Context: an optimization exercise on an open-source flow, tuned for small area. The choices shown serve that exercise and are no tape-out recipe. The RTL was checked by simulation tests, not by an equivalence proof against the original design. Power and IR drop assume default switching activity.

**design/flow/design.v**
```verilog
package wishbone_pkg;
  typedef enum logic {
    IDLE = 1'b0,
    BUSY = 1'b1
  } mst_state_e;
  localparam logic [1:0] SLV0_SEL   = 2'b10;
  localparam logic [1:0] SLV1_SEL   = 2'b11;
  localparam int         SLV_DEPTH  = 16;
  localparam int         DEF_DATA_W = 64;
  localparam int         DEF_ADR_W  = 8;
endpackage
module wb_slave_regfile
#(
  parameter int DATA_W = wishbone_pkg::DEF_DATA_W,
  parameter int DEPTH  = 3
) (
  input  logic              clk,
  input  logic              wr,
  input  logic              wrn,
  input  logic [DATA_W-1:0] wdat,
  output logic [DATA_W-1:0] tap
);
  logic [DEPTH-1:0][DATA_W-1:0] slot_q;
  always_ff @(posedge clk) begin
    slot_q[0] <= ({DATA_W{wr}} & wdat) | ({DATA_W{wrn}} & slot_q[DEPTH-1]);
    for (int i = 1; i < DEPTH; i++) slot_q[i] <= slot_q[i-1];
  end
  assign tap = slot_q[0];
endmodule
module wb_onehot_mux
#(
  parameter int DATA_W = wishbone_pkg::DEF_DATA_W,
  parameter int N      = 3
) (
  input  logic [N-1:0]             sel,
  input  logic [N*DATA_W-1:0]      d,
  output logic [DATA_W-1:0]        y
);
  always_comb begin
    y = '0;
    for (int i = 0; i < N; i++) y = y | ({DATA_W{sel[i]}} & d[i * DATA_W +: DATA_W]);
  end
endmodule
module wb_aoi222 (
  input  logic [2:0] a,
  input  logic [2:0] b,
  output logic       y
);
  assign y = ~|(a & b);
endmodule
module wb_or_join (
  input  logic [3:0] n,
  input  logic       a,
  input  logic       b,
  output logic       y
);
  assign y = ~&n | (a & b);
endmodule
module wb_onehot_mux13
#(
  parameter int DATA_W = wishbone_pkg::DEF_DATA_W
) (
  input  logic [12:0]          sel,
  input  logic [13*DATA_W-1:0] d,
  output logic [DATA_W-1:0]    y
);
  for (genvar i = 0; i < DATA_W; i++) begin : g_bit
    logic [12:0] di;
    logic [3:0]  n;
    for (genvar j = 0; j < 13; j++) begin : g_d
      assign di[j] = d[j * DATA_W + i];
    end
    for (genvar g = 0; g < 4; g++) begin : g_grp
      wb_aoi222 u_aoi (
        .a (sel[3 * g +: 3]),
        .b (di[3 * g +: 3]),
        .y (n[g])
      );
    end
    wb_or_join u_join (
      .n (n),
      .a (sel[12]),
      .b (di[12]),
      .y (y[i])
    );
  end
endmodule
module wb_locate
#(
  parameter int NB = 11
) (
  input  logic [4:0]    a,
  output logic [NB-1:0] bank,
  output logic [1:0]    k
);
  always_comb begin
    bank = '0;
    if (a[1:0] != 2'd3) begin
      bank[a[4:2]] = 1'b1;
      k            = a[1:0];
    end else begin
      case (a[4:2])
        3'd0, 3'd1, 3'd2: bank[8]  = 1'b1;
        3'd3, 3'd4, 3'd5: bank[9]  = 1'b1;
        default:          bank[10] = 1'b1;
      endcase
      case (a[4:2])
        3'd0, 3'd3, 3'd6: k = 2'd0;
        3'd1, 3'd4, 3'd7: k = 2'd1;
        default:          k = 2'd2;
      endcase
    end
  end
endmodule
module wb_where (
  input  logic [1:0] k,
  input  logic       two,
  input  logic [1:0] ph3,
  input  logic       ph2,
  output logic       at0,
  output logic       atl
);
  logic [1:0] s3;
  always_comb begin
    case ({k, ph3})
      4'b00_00, 4'b01_10, 4'b10_01: s3 = 2'd0;
      4'b00_01, 4'b01_00, 4'b10_10: s3 = 2'd1;
      default:                      s3 = 2'd2;
    endcase
    if (two) begin
      at0  = (k[0] == ph2);
      atl  = (k[0] != ph2);
    end else begin
      at0  = (s3 == 2'd0);
      atl  = (s3 == 2'd2);
    end
  end
endmodule
module wishbone_intercon
#(
  parameter int DATA_W = wishbone_pkg::DEF_DATA_W,
  parameter int ADR_W  = wishbone_pkg::DEF_ADR_W
) (
  input  logic              CLK_I,
  input  logic              RST_I,
  input  logic [DATA_W-1:0] DATA_INPUT,
  input  logic [ADR_W-1:0]  ADR_INPUT,
  input  logic              WE_INPUT,
  input  logic              SMP,
  output logic [DATA_W-1:0] DATA_OUTPUT
);
  localparam int NW  = 2 * wishbone_pkg::SLV_DEPTH;   
  localparam int NB3 = NW / 3;                         
  localparam int NB  = NB3 + 1;                        
  logic              b1_q, b2_q;
  logic              we_q, map_q;
  logic [4:0]        wa_q;             
  logic              pend_q;           
  logic [1:0]        ph3_q;            
  logic              ph2_q;            
  logic [NB-1:0]     wr;               
  logic [NB-1:0]     wrn;              
  logic [1:0]        clr_q;            
  logic [DATA_W-1:0] x_q;              
  logic [DATA_W-1:0] dout_q;
  logic              accept;
  logic [4:0]        ia, wa_d;
  logic              pend_d;
  logic [1:0]        ph3_d;
  logic              ph2_d;
  assign accept = ~b1_q & ~b2_q & (WE_INPUT | SMP);
  assign ia     = {ADR_INPUT[6], ADR_INPUT[3:0]};
  assign wa_d   = accept ? ia : wa_q;
  assign pend_d = (accept & WE_INPUT & ADR_INPUT[7]) | (pend_q & ~|wr);
  assign ph3_d  = (ph3_q == 2'd2) ? 2'd0 : ph3_q + 2'd1;
  assign ph2_d  = ~ph2_q;
  logic [NB-1:0] bank_i, bank_a;
  logic [1:0]    k_i, k_a;
  wb_locate #(.NB(NB)) u_loc_i (.a (ia),   .bank (bank_i), .k (k_i));
  wb_locate #(.NB(NB)) u_loc_a (.a (wa_q), .bank (bank_a), .k (k_a));
  logic at0_a, at0_i, atl_a, atl_i;
  wb_where u_where_i (.k (k_i), .two (bank_i[NB3]), .ph3 (ph3_q), .ph2 (ph2_q),
                      .at0 (at0_i), .atl (atl_i));
  wb_where u_where_a (.k (k_a), .two (bank_a[NB3]), .ph3 (ph3_q), .ph2 (ph2_q),
                      .at0 (at0_a), .atl (atl_a));
  logic acc_rd, busy_rd;
  assign acc_rd  = accept & ~WE_INPUT & ADR_INPUT[7];
  assign busy_rd = (b1_q | b2_q) & ~we_q & map_q;
  logic first_n;
  assign first_n = (clr_q != 2'd3);
  assign wrn = ~wr & {NB{clr_q == 2'd0}};
  logic [NB-1:0]             tsel;
  logic [NB*DATA_W-1:0]      tap;
  for (genvar b = 0; b < NB; b++) begin : g_bank
    localparam int N = (b < NB3) ? 3 : 2;
    assign tsel[b] = (acc_rd & first_n & at0_i & bank_i[b]) | (busy_rd & at0_a & bank_a[b]);
    assign wr[b]   = pend_q & atl_a & bank_a[b];
    wb_slave_regfile #(.DATA_W(DATA_W), .DEPTH(N)) u_bank (
      .clk  (CLK_I),
      .wr   (wr[b]),
      .wrn  (wrn[b]),
      .wdat (x_q),
      .tap  (tap[b * DATA_W +: DATA_W])
    );
  end
  logic x_in, x_cap, x_keep;
  assign x_in   = accept & WE_INPUT;
  assign x_cap  = (accept & ~WE_INPUT & at0_i) | (b1_q & ~we_q & at0_a) |
                  (b2_q & ~we_q & (~map_q | at0_a));
  assign x_keep = ~x_in & ~x_cap;
  logic [DATA_W-1:0] x_d, dout_d;
  wb_onehot_mux13 #(.DATA_W(DATA_W)) u_xmux (
    .sel ({x_keep, x_in, tsel}),
    .d   ({x_q, DATA_INPUT, tap}),
    .y   (x_d)
  );
  logic o_ld, o_keep;
  assign o_ld   = b2_q & ~we_q;
  assign o_keep = ~o_ld;
  wb_onehot_mux #(.DATA_W(DATA_W), .N(2)) u_omux (
    .sel ({o_ld, o_keep}),
    .d   ({x_d, dout_q}),
    .y   (dout_d)
  );
  always_ff @(posedge CLK_I) begin
    x_q <= x_d;
  end
  always_ff @(posedge CLK_I or posedge RST_I) begin
    if (RST_I) begin
      b1_q   <= 1'b0;
      b2_q   <= 1'b0;
      we_q   <= 1'b0;
      map_q  <= 1'b0;
      wa_q   <= '0;
      pend_q <= 1'b0;
      ph3_q  <= '0;
      ph2_q  <= 1'b0;
      clr_q  <= 2'd3;
      dout_q <= '0;
    end else begin
      b1_q   <= accept;
      b2_q   <= b1_q;
      ph3_q  <= ph3_d;
      ph2_q  <= ph2_d;
      pend_q <= pend_d;
      wa_q   <= wa_d;
      clr_q  <= clr_q - {1'b0, clr_q != 2'd0};
      if (accept) begin
        we_q  <= WE_INPUT;
        map_q <= ADR_INPUT[7];
      end
      dout_q <= dout_d;
    end
  end
  assign DATA_OUTPUT = dout_q;
endmodule
```
**design/flow/flow/run.sh**
```bash
#!/bin/bash
# Standard ORFS layout (the standard.sh, unchanged synthesis) with two
# changes passed to ORFS's own scripts through their environment variables:
#  - CTS: clkbuf_8 clock buffers, clusters of up to 20 sinks, no dummy loads;
#  - port buffers: buf_1 instead of the default buffer cell.
# make's full output goes to flow_make.log; each ORFS step keeps its own log
# under orfs/logs/.
set -euo pipefail
export CTS_ARGS="-sink_clustering_enable -repair_clock_nets -buf_list sky130_fd_sc_hd__clkbuf_8 -sink_clustering_size 20 -sink_clustering_max_diameter 50 -dont_use_dummy_load"
export BUFFER_PORTS_ARGS="-buffer_cell sky130_fd_sc_hd__buf_1"
bash standard.sh > flow_make.log 2>&1
```
**design/flow/standard.sh**
```bash
#!/bin/bash
# synth_recipe.tcl (not shown) runs the flow's synth.tcl, then flattens the netlist and writes it again
# the make line also repeats each setting of config.mk as NAME=value (left out here)
make -C /OpenROAD-flow-scripts/flow DESIGN_CONFIG=/design/flow/config.mk WORK_HOME=/design/flow/orfs CLKGATE_MAP_FILE= SYNTH_SCRIPT=/design/flow/synth_recipe.tcl "${@:-finish}"
```
**design/flow/config.mk**
```make
export PLATFORM = sky130hd
export DESIGN_NAME = wishbone_intercon
export DESIGN_NICKNAME = wishbone_intercon
export VERILOG_FILES = /design/flow/design.v
export SDC_FILE = /design/flow/constraint.sdc
export NUM_CORES = 4
export LEC_CHECK = 0
export CAP_MARGIN = 0
export CORE_MARGIN = 2
export CORE_UTILIZATION = 62
export CTS_BUF_LIST = sky130_fd_sc_hd__clkbuf_8
export CTS_CLUSTER_DIAMETER = 50
export CTS_CLUSTER_SIZE = 20
export PLACE_DENSITY = 0.75
export SLEW_MARGIN = 0
export SYNTH_HIERARCHICAL = 1
export SYNTH_MINIMUM_KEEP_SIZE = 0
```
**design/flow/constraint.sdc**
```tcl
create_clock -name core_clock -period 5.0 [get_ports {CLK_I}]
set_input_delay 1.0000 -clock core_clock [delete_from_list [all_inputs] [get_ports {CLK_I}]]
set_output_delay 1.0000 -clock core_clock [all_outputs]
set_load 0.01 [all_outputs]
```
==> results of run 1 <==
## flip-flops by register name (all words and copies together), names as in the netlist, 2 cells and up
name,count
wa_q,5
ph3_q,2
clr_q,2
dout_q,64
g_bank.u_bank.slot_q,2048
x_q,64
## layer usage
layer	vias up	share of wire, %	track usage, %
met5	-	0	0
met4	0	2.5	8.53
met3	239	9.6	5.37
met2	1577	44	41.2
met1	16400	44	40.3
li1	14200	-	-
## worst paths after layout
kind / startpoint / end / slack, ns / cells past startpoint
setup / recovery: wa_q[2]$_DFFE_PP0N_ / g_bank[4].u_bank.slot_q[15]$_DFF_P_ / 0.90 / 12
hold / removal: RST_I / dout_q[47]$_DFF_PP0_ / 0.20 / 2
setup reg to reg: wa_q[2]$_DFFE_PP0N_ / g_bank[4].u_bank.slot_q[15]$_DFF_P_ / 0.90 / 12
max in group asynchronous: RST_I / dout_q[7]$_DFF_PP0_ / 3.77 / 3
hold reg to reg: g_bank[7].u_bank.slot_q[119]$_DFF_P_ / g_bank[7].u_bank.slot_q[183]$_DFF_P_ / 0.29 / 0
min in group core_clock: g_bank[7].u_bank.slot_q[119]$_DFF_P_ / g_bank[7].u_bank.slot_q[183]$_DFF_P_ / 0.29 / 0
## power groups by stage
stage,registers (mW),clock network [mW],logic (mW)
final,26.8,7.40,4.95
after global placement,26.9,0,4.71
after global routing,27.5,8.10,5.23
after CTS,26.8,7.47,4.89
after detailed placement,27.1,0,4.86
after floorplan,26.0,0,6.23
## area by class of cell
type	count	area, um^2	share of cell area (%)
tap	1357	1700	2.79
antenna	2	5.00	0.00823
sequential	2191	44300	72.7
inverter	14	57.6	0.0946
timing repair buffer	205	1390	2.28
multi-input combinational	1304	11600	19.0
clock buffer	136	1870	3.08
## metrics by stage
step | power, mW | hold WS (ns) | cells | instance area (um^2)
2_1_floorplan | 32.3 | 0.310 | 4389 | 62900
3_3_place_gp | 31.6 | 0.310 | 5071 | 59000
3_5_place_dp | 31.9 | 0.312 | 5071 | 59000
4_1_cts | 39.1 | 0.143 | 5207 | 60800
5_1_grt | 40.8 | 0.175 | 5208 | 60800
6_report | 39.2 | 0.204 | 5209 | 60800
==> impl_metrics.json, run 1 <==
{
  "htreeDepth": 4,
  "syn_area_mm2": 0.0629,
  "antenna_found_initial": 2,
  "hold_class": "in -> async",
  "nets": 3942,
  "layout_min_cycle_time_ns": 4.10,
  "path_clk_slew_ns": 0.11,
  "dp_slack_ns": 0.194,
  "yosys_warnings": 12,
  "power_switching_mw": 10.9,
  "mostFrequentLayoutCell": "dfxtp_1",
  "crit_buf_inv": 2,
  "vias": 32400,
  "slew-limit-headroom_pct": 18.2,
  "finalHoldViolations": 0,
  "initial_core_util_pct": 62.7,
  "worstSetupPathType": "reg -> reg",
  "intPower_mw": 28.3,
  "status": "complete, no violations",
  "dieArea_mm2": 0.104,
  "pwr-share-seq_pct": 68.5,
  "path_cells": "inv_1 > ha_1 > nor3b_2 > o21ai_1 > o32ai_2 > nand3b_1 > a211o_1 > o311a_1 > and3_4 > nor2_4 > buf_12 > a22o_1",
  "worst_pin_slew_ns": 1.23,
  "ios": 140,
  "drive_gt1_share_pct": 7.64,
  "fin_ws_ns": 0.898,
  "final_max_slew_viol_count": 0,
  "setup_viol": 0,
  "num_rows": 116,
  "endpoint_kind": "flip-flop",
  "synth_nets": 4479,
  "slowest_delay_ns": 0.82,
  "clk_path_buf_depth": 3,
  "groute.usage.overall_pct": 27.5,
  "nFillCells": 7493,
  "grt_pass1_vias": 32200,
  "drc": 0,
  "cts_resized": 0,
  "finClkSkew_ns": 0.126,
  "critical_path.slowest_cell": "nor2_4",
  "fp.dieH_um": 322,
  "viasPerCell": 6.22,
  "grt_overflow": 0,
  "synth_area_per_cell_um2": 14.3,
  "p_comb_share_pct": 12.6,
  "postRouteWirelength_um": 144000,
  "clock.fmax_mhz": 244,
  "cts_root_buf": "clkbuf_8",
  "postCtsSetupBuffers": 0,
  "clock_latency_ns": 0.87,
  "area_growth_pct": -3.22,
  "period_share_pct": 82.0,
  "start_kind": "flip-flop",
  "synthCells": 4389,
  "cts_tree": "done",
  "place_hpwl_um": 74400,
  "port_buffers": 137,
  "grt_max_degree": 65,
  "drt_iter0_markers": 4102,
  "ant_nets": 0,
  "cp_top_family": "simple AND/OR/NAND/NOR gates",
  "path_max_fanout": 42,
  "fin_util_pct": 60.7,
  "clock_sinks": 2191,
  "swShare_pct": 27.8,
  "cts_hold_buf": 0,
  "gp_congestion": 0.795,
  "clockPowerShare_pct": 18.9,
  "grt_pass1_wl_um": 212000,
  "rsz0062_at_grt": "false",
  "drv_cap": 0,
  "dr.pass1.iters": 6,
  "cp.required_ns": 5.75,
  "layout_common_cells": "dfxtp_1, a22o_1, a222oi_1",
  "power.density_mw_per_mm2": 644,
  "leakagePower_nw": 24.3,
  "ir_drop_uv": 382,
  "cp.arrival_ns": 4.85,
  "wl_per_cell_um": 27.6,
  "core-area_mm2": 0.100,
  "die_w_um": 322,
  "numCtsBuffers": 136,
  "tns_ns": 0
}
==> run 2: changes to the inputs <==
==> design/flow/config.mk (replaced) <==
export PLATFORM = sky130hd
export DESIGN_NAME = wishbone_intercon
export DESIGN_NICKNAME = wishbone_intercon
export VERILOG_FILES = /design/flow/design.v
export SDC_FILE = /design/flow/constraint.sdc
export NUM_CORES = 4
export LEC_CHECK = 0
export CAP_MARGIN = 20
export CORE_MARGIN = 2
export CORE_UTILIZATION = 55
export CTS_BUF_LIST = sky130_fd_sc_hd__clkbuf_8
export CTS_CLUSTER_DIAMETER = 50
export CTS_CLUSTER_SIZE = 20
export PLACE_DENSITY = 0.7
export SLEW_MARGIN = 20
export SYNTH_HIERARCHICAL = 1
export SYNTH_MINIMUM_KEEP_SIZE = 0
==> impl_metrics.json, run 2 <==
{
  "nets": 3955,
  "critical_path.slowest_cell": "nor2_4",
  "num_rows": 124,
  "clock_sinks": 2191,
  "final_max_slew_viol_count": 0,
  "endpoint_kind": "flip-flop",
  "power_mw": 39.2,
  "ios": 140,
  "slew-limit-headroom_pct": 18.1,
  "swShare_pct": 27.8,
  "vias": 32300,
  "power_switching_mw": 10.9,
  "drt_iter0_markers": 3850,
  "wl_per_cell_um": 27.0,
  "setup_viol": 0,
  "worstSetupPathType": "reg -> reg",
  "power.density_mw_per_mm2": 642,
  "cts_hold_buf": 0,
  "postCtsSetupBuffers": 0,
  "placed_cell_area_mm2": 0.0593,
  "intPower_mw": 28.3,
  "mostFrequentLayoutCell": "dfxtp_1",
  "postRouteWirelength_um": 145000,
  "grt_pass1_vias": 31400,
  "p_comb_share_pct": 12.7,
  "port_buffers": 137,
  "start_kind": "flip-flop",
  "dr.pass1.iters": 6,
  "place_hpwl_um": 77600,
  "leakagePower_nw": 24.3,
  "cts_tree": "done",
  "drive_gt1_share_pct": 7.95,
  "layout_common_cells": "dfxtp_1, a22o_1, a222oi_1",
  "clk_path_buf_depth": 3,
  "reg_top3": "g_bank.u_bank.slot_q (2048), dout_q (64), x_q (64)",
  "htreeDepth": 4,
  "syn_area_mm2": 0.0629,
  "dieArea_mm2": 0.117,
  "worst_pin_slew_ns": 1.23,
  "clock_latency_ns": 0.85,
  "die_w_um": 342,
  "hold_class": "reg -> reg",
  "groute.usage.overall_pct": 24.3,
  "drv_cap": 0,
  "ir_drop_uv": 256,
  "core-area_mm2": 0.114,
  "period_share_pct": 86.4,
  "gp_congestion": 0.762,
  "finClkSkew_ns": 0.0816,
  "synth_nets": 4479,
  "yosys_warnings": 12,
  "cts_root_buf": "clkbuf_8",
  "tns_ns": 0,
  "cp.arrival_ns": 5.05,
  "path_max_fanout": 40,
  "largest_reg_flops": 2048,
  "clock.fmax_mhz": 232,
  "pwr-share-seq_pct": 68.4,
  "finalHoldViolations": 0,
  "numCtsBuffers": 137,
  "grt_overflow": 0,
  "synthCells": 4389,
  "layout_min_cycle_time_ns": 4.32,
  "path_clk_slew_ns": 0.11,
  "fp.dieH_um": 342,
  "final_area_mm2": 0.0611,
  "synth_area_per_cell_um2": 14.3,
  "clockPowerShare_pct": 18.9,
  "ant_nets": 0,
  "hold_slack_ns": 0.261,
  "nFillCells": 9231,
  "initial_core_util_pct": 55.2,
  "rsz0062_at_grt": "false",
  "status": "complete, no violations",
  "path_cells": "inv_1 > ha_1 > nor3b_2 > o21ai_1 > o32ai_2 > nand3b_1 > a211o_1 > o311a_1 > and3_4 > nor2_4 > buf_12 > a22o_1",
  "regMostFlops": "g_bank.u_bank.slot_q",
  "cp.required_ns": 5.73,
  "viasPerCell": 6.01,
  "antenna_found_initial": 6,
  "cts_resized": 0,
  "drc": 0,
  "grt_max_degree": 65,
  "slowest_delay_ns": 0.89,
  "grt_pass1_wl_um": 211000,
  "area_growth_pct": -2.74
}
## run 2: final timing paths
check / from / slack [ns] / end / cells after the start
max: wa_q[2]$_DFFE_PP0N_ / 0.68 / g_bank[4].u_bank.slot_q[22]$_DFF_P_ / 12
max in group asynchronous: RST_I / 3.65 / dout_q[30]$_DFF_PP0_ / 3
max reg2reg: wa_q[2]$_DFFE_PP0N_ / 0.68 / g_bank[4].u_bank.slot_q[22]$_DFF_P_ / 12
min in group asynchronous: RST_I / 0.27 / dout_q[1]$_DFF_PP0_ / 2
min reg2reg: g_bank[5].u_bank.slot_q[86]$_DFF_P_ / 0.26 / g_bank[5].u_bank.slot_q[150]$_DFF_P_ / 0
min: g_bank[5].u_bank.slot_q[86]$_DFF_P_ / 0.26 / g_bank[5].u_bank.slot_q[150]$_DFF_P_ / 0
## run 2: per-stage QoR
stage | cells | util, % | setup WS, ns
detailed placement | 5238 | 52.0 | 0.149
CTS | 5375 | 53.7 | 0.768
floorplan | 4389 | - | 0.532
global route | 5376 | 53.7 | 0.494
finish | 5378 | 53.7 | 0.681
global placement | 5238 | 52.0 | 0.193
## run 2: cell type report
| cell class | count | area, um^2 | share of cell area, % |
|---|---|---|---|
| well taps | 1512 | 1890 | 3.09 |
| multi-input cells | 1304 | 11600 | 18.9 |
| repair buffers | 217 | 1480 | 2.42 |
| diodes | 3 | 7.51 | 0.0123 |
| inverters | 14 | 56.3 | 0.0921 |
| clock buffers | 137 | 1890 | 3.08 |
| flip-flops and latches | 2191 | 44300 | 72.4 |
## run 2: critical path: cells and delay by family (launching register included)
| kind | cells | cell delay, ns |
|---|---|---|
| adder cells (fa/ha/maj) | 1 | 0.23 |
| buffers and inverters | 2 | 0.56 |
| flip-flops | 1 | 0.51 |
| AND/OR/NAND/NOR | 4 | 1.63 |
| AO/OA/AOI/OAI | 5 | 1.24 |
## run 2: power by group through the flow
stage	Clock [mW]	Sequential, mW	Combinational (mW)
final	7.41	26.9	4.97
after global routing	8.13	27.5	5.31
after floorplan	0	26.0	6.23
after CTS	7.53	26.8	4.94
after global placement	0	26.9	4.79
after detailed placement	0	27.1	4.91
## run 2: per-layer routing
layer,vias up,wire (um),GRT usage (%)
met4,8,4100,7.83
met5,-,52,0
met1,16400,64000,35.0
met2,1399,63400,36.2
met3,261,13500,5.80
li1,14200,-,-
==> run 3: changes to the inputs <==
--- a/design/flow/design.v
+++ b/design/flow/design.v
@@ -164,13 +164,12 @@
   logic [DATA_W-1:0] x_q;              
   logic [DATA_W-1:0] dout_q;
   logic              accept;
-  logic [4:0]        ia, wa_d;
+  logic [4:0]        ia;
   logic              pend_d;
   logic [1:0]        ph3_d;
   logic              ph2_d;
   assign accept = ~b1_q & ~b2_q & (WE_INPUT | SMP);
   assign ia     = {ADR_INPUT[6], ADR_INPUT[3:0]};
-  assign wa_d   = accept ? ia : wa_q;
   assign pend_d = (accept & WE_INPUT & ADR_INPUT[7]) | (pend_q & ~|wr);
   assign ph3_d  = (ph3_q == 2'd2) ? 2'd0 : ph3_q + 2'd1;
   assign ph2_d  = ~ph2_q;
@@ -224,14 +223,16 @@
   );
   always_ff @(posedge CLK_I) begin
     x_q <= x_d;
+    if (accept) begin
+      we_q  <= WE_INPUT;
+      map_q <= ADR_INPUT[7];
+      wa_q  <= ia;
+    end
   end
   always_ff @(posedge CLK_I or posedge RST_I) begin
     if (RST_I) begin
       b1_q   <= 1'b0;
       b2_q   <= 1'b0;
-      we_q   <= 1'b0;
-      map_q  <= 1'b0;
-      wa_q   <= '0;
       pend_q <= 1'b0;
       ph3_q  <= '0;
       ph2_q  <= 1'b0;
@@ -243,12 +244,7 @@
       ph3_q  <= ph3_d;
       ph2_q  <= ph2_d;
       pend_q <= pend_d;
-      wa_q   <= wa_d;
       clr_q  <= clr_q - {1'b0, clr_q != 2'd0};
-      if (accept) begin
-        we_q  <= WE_INPUT;
-        map_q <= ADR_INPUT[7];
-      end
       dout_q <= dout_d;
     end
   end
--- a/design/flow/config.mk
+++ b/design/flow/config.mk
@@ -7,11 +7,11 @@
 export LEC_CHECK = 0
 export CAP_MARGIN = 20
 export CORE_MARGIN = 2
-export CORE_UTILIZATION = 55
+export CORE_UTILIZATION = 62
 export CTS_BUF_LIST = sky130_fd_sc_hd__clkbuf_8
 export CTS_CLUSTER_DIAMETER = 50
 export CTS_CLUSTER_SIZE = 20
-export PLACE_DENSITY = 0.7
+export PLACE_DENSITY = 0.75
 export SLEW_MARGIN = 20
 export SYNTH_HIERARCHICAL = 1
 export SYNTH_MINIMUM_KEEP_SIZE = 0
==> impl_metrics.json, run 3 <==
{
  "yosys_warnings": 12,
  "path_max_fanout": 22,
  "htreeDepth": 4,
  "slowest_delay_ns": 0.49,
  "core-area_mm2": 0.100,
  "drv_cap": 0,
  "layout_common_cells": "dfxtp_1, a22o_1, a222oi_1",
  "layout_min_cycle_time_ns": 4.27,
  "clock.fmax_mhz": 234,
  "cts_hold_buf": 0,
  "grt_overflow": 0,
  "numCtsBuffers": 137,
  "num_rows": 116,
  "postRouteWirelength_um": 143000,
  "ios": 140,
  "drive_gt1_share_pct": 7.69,
  "initial_core_util_pct": 62.6,
  "reg_top3": "g_bank.u_bank.slot_q (2048), dout_q (64), x_q (64)",
  "vias": 32200,
  "worstSetupPathType": "reg -> reg",
  "postCtsSetupBuffers": 0,
  "fp.dieH_um": 322,
  "cp.arrival_ns": 5.06,
  "final_max_slew_viol_count": 0,
  "regMostFlops": "g_bank.u_bank.slot_q",
  "dieArea_mm2": 0.104,
  "tns_ns": 0,
  "nets": 3943,
  "grt_pass1_vias": 31900,
  "synth_nets": 4471,
  "p_comb_share_pct": 11.2,
  "ant_nets": 0,
  "place_hpwl_um": 77500,
  "largest_reg_flops": 2048,
  "area_growth_pct": -3.14,
  "leakagePower_nw": 24.2,
  "mostFrequentLayoutCell": "dfxtp_1",
  "grt_max_degree": 65,
  "rsz0062_at_grt": "false",
  "syn_area_mm2": 0.0628,
  "slew-limit-headroom_pct": 22.1,
  "pwr-share-seq_pct": 69.3,
  "clock_sinks": 2191,
  "finalHoldViolations": 0,
  "worst_pin_slew_ns": 1.17,
  "clockPowerShare_pct": 19.5,
  "endpoint_kind": "flip-flop",
  "finClkSkew_ns": 0.110,
  "gp_congestion": 0.792,
  "clock_latency_ns": 0.85,
  "die_w_um": 322,
  "synth_area_per_cell_um2": 14.3,
  "power.density_mw_per_mm2": 625,
  "path_clk_slew_ns": 0.11,
  "setup_viol": 0,
  "hold_class": "in -> async",
  "path_cells": "inv_1 > ha_1 > nor3b_2 > o21ai_1 > o32ai_2 > and4bb_1 > a21oi_1 > o21ai_1 > nand2_1 > nor3_2 > buf_4 > a22o_4 > buf_4 > a222oi_1 > nand4_1 > a21o_1 > a22o_1",
  "dr.pass1.iters": 6,
  "ir_drop_uv": 301,
  "critical_path.slowest_cell": "edfxtp_1",
  "drc": 0,
  "start_kind": "flip-flop",
  "clk_path_buf_depth": 3,
  "cp.required_ns": 5.79,
  "power_switching_mw": 10.1,
  "antenna_found_initial": 3,
  "port_buffers": 137,
  "swShare_pct": 26.4,
  "wl_per_cell_um": 27.5,
  "cts_root_buf": "clkbuf_8",
  "cts_resized": 0,
  "cp_top_family": "compound AO/OA/AOI/OAI gates",
  "crit_buf_inv": 3,
  "status": "complete, no violations",
  "drt_iter0_markers": 4149,
  "period_share_pct": 85.3,
  "synthCells": 4381,
  "cts_tree": "done",
  "viasPerCell": 6.18,
  "hold_slack_ns": 0.209,
  "grt_pass1_wl_um": 210000,
  "intPower_mw": 28.0,
  "groute.usage.overall_pct": 27.3
}
## run 3: area by class of cell
type / instances / area, um^2
Sequential cell: 2191 / 44300
Inverter: 14 / 57.6
Clock buffer: 137 / 1890
Antenna cell: 1 / 2.50
Multi-Input combinational cell: 1297 / 11500
Fill cell: 7431 / 39500
Tap cell: 1357 / 1700
Timing Repair Buffer: 212 / 1430
## run 3: per-stage QoR
stage	utilization [%]	power, mW	worst slack, ns	area [um^2]	cells
floorplan	-	30.6	0.728	62800	4381
global placement	58.8	30.4	0.310	58900	5070
detailed placement	58.8	30.8	0.232	59000	5071
CTS	60.7	38.0	0.797	60800	5208
global route	60.7	39.6	0.516	60800	5209
finish	60.7	38.0	0.733	60800	5209
## run 3: worst paths after layout
kind	from	endpoint	slack, ns	cells past startpoint
worst max-delay path	wa_q[2]$_DFFE_PN_	dout_q[37]$_DFF_PP0_	0.73	17
worst min-delay path	RST_I	dout_q[23]$_DFF_PP0_	0.21	2
worst max register to register	wa_q[2]$_DFFE_PN_	dout_q[37]$_DFF_PP0_	0.73	17
worst min register to register	g_bank[8].u_bank.slot_q[73]$_DFF_P_	g_bank[8].u_bank.slot_q[137]$_DFF_P_	0.26	0
max in group asynchronous	RST_I	dout_q[39]$_DFF_PP0_	3.80	3
min in group core_clock	g_bank[8].u_bank.slot_q[73]$_DFF_P_	g_bank[8].u_bank.slot_q[137]$_DFF_P_	0.26	0
## run 3: power groups by stage
stage / Clock (mW) / Combinational (mW) / Sequential (mW)
global route: 8.14 / 4.54 / 26.9
detailed placement: 0 / 4.19 / 26.6
floorplan: 0 / 4.96 / 25.7
finish: 7.43 / 4.25 / 26.4
global placement: 0 / 4.03 / 26.4
CTS: 7.51 / 4.23 / 26.3
## run 3: metal layers
| metal | wire length (um) | vias to the layer above | track usage (%) |
|---|---|---|---|
| met1 | 63500 | 16300 | 39.9 |
| li1 | - | 14200 | - |
| met3 | 13200 | 257 | 5.56 |
| met5 | 26 | - | 0 |
| met4 | 3630 | 4 | 7.83 |
| met2 | 62900 | 1461 | 41.2 |
==> run 4: changes to the inputs <==
--- a/design/flow/design.v
+++ b/design/flow/design.v
@@ -93,17 +93,17 @@
   output logic [NB-1:0] bank,
   output logic [1:0]    k
 );
+  logic lo;    
+  assign lo = ~&a[1:0];
+  for (genvar j = 0; j < 8; j++) begin : g_lo
+    assign bank[j] = lo & (a[4:2] == 3'(j));
+  end
+  assign bank[8]  = ~lo & (a[4:2] <= 3'd2);
+  assign bank[9]  = ~lo & (a[4:2] >= 3'd3) & (a[4:2] <= 3'd5);
+  assign bank[10] = ~lo & (a[4:2] >= 3'd6);
   always_comb begin
-    bank = '0;
-    if (a[1:0] != 2'd3) begin
-      bank[a[4:2]] = 1'b1;
-      k            = a[1:0];
-    end else begin
-      case (a[4:2])
-        3'd0, 3'd1, 3'd2: bank[8]  = 1'b1;
-        3'd3, 3'd4, 3'd5: bank[9]  = 1'b1;
-        default:          bank[10] = 1'b1;
-      endcase
+    if (lo) k = a[1:0];
+    else begin
       case (a[4:2])
         3'd0, 3'd3, 3'd6: k = 2'd0;
         3'd1, 3'd4, 3'd7: k = 2'd1;
==> impl_metrics.json, run 4 <==
{
  "dieArea_mm2": 0.104,
  "nets": 3897,
  "grt_pass1_vias": 31800,
  "finClkSkew_ns": 0.131,
  "place_hpwl_um": 74800,
  "layout_min_cycle_time_ns": 4.36,
  "final_max_slew_viol_count": 0,
  "postRouteWirelength_um": 143000,
  "largest_reg_flops": 2048,
  "clk_path_buf_depth": 3,
  "mostFrequentLayoutCell": "dfxtp_1",
  "yosys_warnings": 12,
  "rsz0062_at_grt": "false",
  "cts_resized": 0,
  "ir_drop_uv": 287,
  "cts_tree": "done",
  "clock_sinks": 2191,
  "viasPerCell": 6.30,
  "worstSetupPathType": "reg -> reg",
  "drc": 0,
  "core-area_mm2": 0.100,
  "path_clk_slew_ns": 0.11,
  "syn_area_mm2": 0.0626,
  "critical_path.slowest_cell": "a22o_4",
  "final_area_mm2": 0.0605,
  "regMostFlops": "g_bank.u_bank.slot_q",
  "slew-limit-headroom_pct": 17.5,
  "reg_top3": "g_bank.u_bank.slot_q (2048), dout_q (64), x_q (64)",
  "cts_hold_buf": 0,
  "hold_class": "in -> async",
  "ios": 140,
  "synth_nets": 4435,
  "fin_cells": 5118,
  "antenna_found_initial": 3,
  "clock_latency_ns": 0.85,
  "worst_pin_slew_ns": 1.24,
  "slowest_delay_ns": 1.04,
  "groute.usage.overall_pct": 27.3,
  "fin_util_pct": 60.5,
  "tns_ns": 0,
  "drt_iter0_markers": 4133,
  "clock.fmax_mhz": 229,
  "postCtsSetupBuffers": 0,
  "placed_cell_area_mm2": 0.0586,
  "ant_nets": 0,
  "numCtsBuffers": 139,
  "period_share_pct": 87.1,
  "vias": 32300,
  "cp_top_family": "compound AO/OA/AOI/OAI gates",
  "status": "complete, no violations",
  "cts_root_buf": "clkbuf_8",
  "port_buffers": 137,
  "drive_gt1_share_pct": 7.65,
  "grt_overflow": 0,
  "die_w_um": 322,
  "drv_cap": 0,
  "path_cells": "or3b_1 > a31oi_1 > and4bb_1 > a21oi_1 > o21ai_1 > nand2_1 > nor3_2 > a22o_4 > buf_4 > a222oi_1 > nand4_1 > a21o_1 > a22o_1",
  "synthCells": 4359,
  "crit_buf_inv": 1,
  "grt_pass1_wl_um": 210000,
  "endpoint_kind": "flip-flop",
  "start_kind": "flip-flop",
  "gp_congestion": 0.801,
  "htreeDepth": 4,
  "dr.pass1.iters": 8,
  "power.density_mw_per_mm2": 619,
  "grt_max_degree": 65,
  "synth_area_per_cell_um2": 14.4,
  "leakagePower_nw": 24.1,
  "dp.cells": 4977,
  "setup_viol": 0,
  "initial_core_util_pct": 62.6,
  "cp.arrival_ns": 5.12,
  "path_max_fanout": 58,
  "num_rows": 116,
  "wl_per_cell_um": 28.0,
  "area_growth_pct": -3.35,
  "fp.dieH_um": 322,
  "cp.required_ns": 5.76,
  "layout_common_cells": "dfxtp_1, a22o_1, a222oi_1",
  "finalHoldViolations": 0
}
## run 4: worst reg2reg max path, delay by kind of cell, from the launching register on
family                 cells  cell delay, ns
DFF                        1            0.56
and+or+nand+nor            5            1.38
buffers and inverters      1            0.36
AOI/OAI and AO/OA          7            2.03
## run 4: metal layers
| metal | vias to the layer above | share of wire (%) | global-route usage (%) |
|---|---|---|---|
| met4 | 0 | 2.1 | 7.53 |
| met5 | - | 0 | 0 |
| li1 | 14100 | - | - |
| met1 | 16300 | 44 | 41.4 |
| met3 | 216 | 11 | 5.61 |
| met2 | 1618 | 43 | 39.5 |
## run 4: metrics by stage
step           total power, mW  setup WS, ns  hold WS [ns]
2_1_floorplan             29.8         0.868         0.310
3_3_place_gp              29.9         0.478         0.310
3_5_place_dp              30.3         0.427         0.312
4_1_cts                   37.5         0.707        0.0561
5_1_grt                   39.0         0.449        0.0920
6_report                  37.5         0.643         0.106
## run 4: report_power, final
group / leakage, nW / switching [mW] / internal [mW]
sequential: 18.2 / 2.70 / 23.3
combinational: 4.87 / 2.11 / 1.93
clock: 0.999 / 4.95 / 2.51
total: 24.1 / 9.75 / 27.7
## run 4: area by class of cell
cell class                 count  area [um^2]
tap                         1298         1620
clock buffer                 139         1910
multi-input combinational   1277        11300
sequential                  2191        44300
inverter                       6         27.5
fill                        7542        39600
timing repair buffer         206         1370
antenna                        1         2.50
## run 4: path summary, 6_finish.rpt
path	startpoint	end	slack [ns]	depth (start not counted)
max	wa_q[4]$_DFFE_PN_	dout_q[21]$_DFF_PP0_	0.64	13
min	RST_I	dout_q[32]$_DFF_PP0_	0.11	2
max reg2reg	wa_q[4]$_DFFE_PN_	dout_q[21]$_DFF_PP0_	0.64	13
min reg2reg	g_bank[10].u_bank.slot_q[23]$_DFF_P_	g_bank[10].u_bank.slot_q[87]$_DFF_P_	0.25	0
max in group asynchronous	RST_I	dout_q[41]$_DFF_PP0_	3.85	3
min in group core_clock	g_bank[10].u_bank.slot_q[23]$_DFF_P_	g_bank[10].u_bank.slot_q[87]$_DFF_P_	0.25	0

[static timing again, ports no longer ideal]
How much do the figures lean on ideal ports? The routed layouts below were timed once more, with nothing changed but the port constraints.
Step 1 assumes that a clkbuf_16 drives the clock port and a buf_2 every other input.
Step 2 also shifts input and output timing later by t, the mid clock arrival at the registers, as if the neighbouring blocks saw the same clock.
Three values: ideal, step 1, step 2; two values: the first two.
run | shift t [ns] | setup slack, ns | hold slack, ns | worst data-port slew with drivers (ns) | cell pins on the clock port's net
run 1 | 0.875 | 0.898 / 0.898 / 0.175 | 0.204 / 0.156 / 0.286 | 0.07 | 1
run 2 | 0.877 | 0.681 / 0.681 / -0.010 | 0.261 / 0.220 / 0.261 | 0.06 | 1
run 3 | 0.875 | 0.733 / 0.733 / 0.182 | 0.209 / 0.163 / 0.258 | 0.08 | 1
run 4 | 0.862 | 0.643 / 0.643 / 0.327 | 0.106 / 0.066 / 0.247 | 0.08 | 1
With both steps, setup timing fails in run 2, where it was met with ideal ports. The setup slack of run 1, which loses most, moves by 0.000 ns with the drivers and by -0.723 ns with both steps.
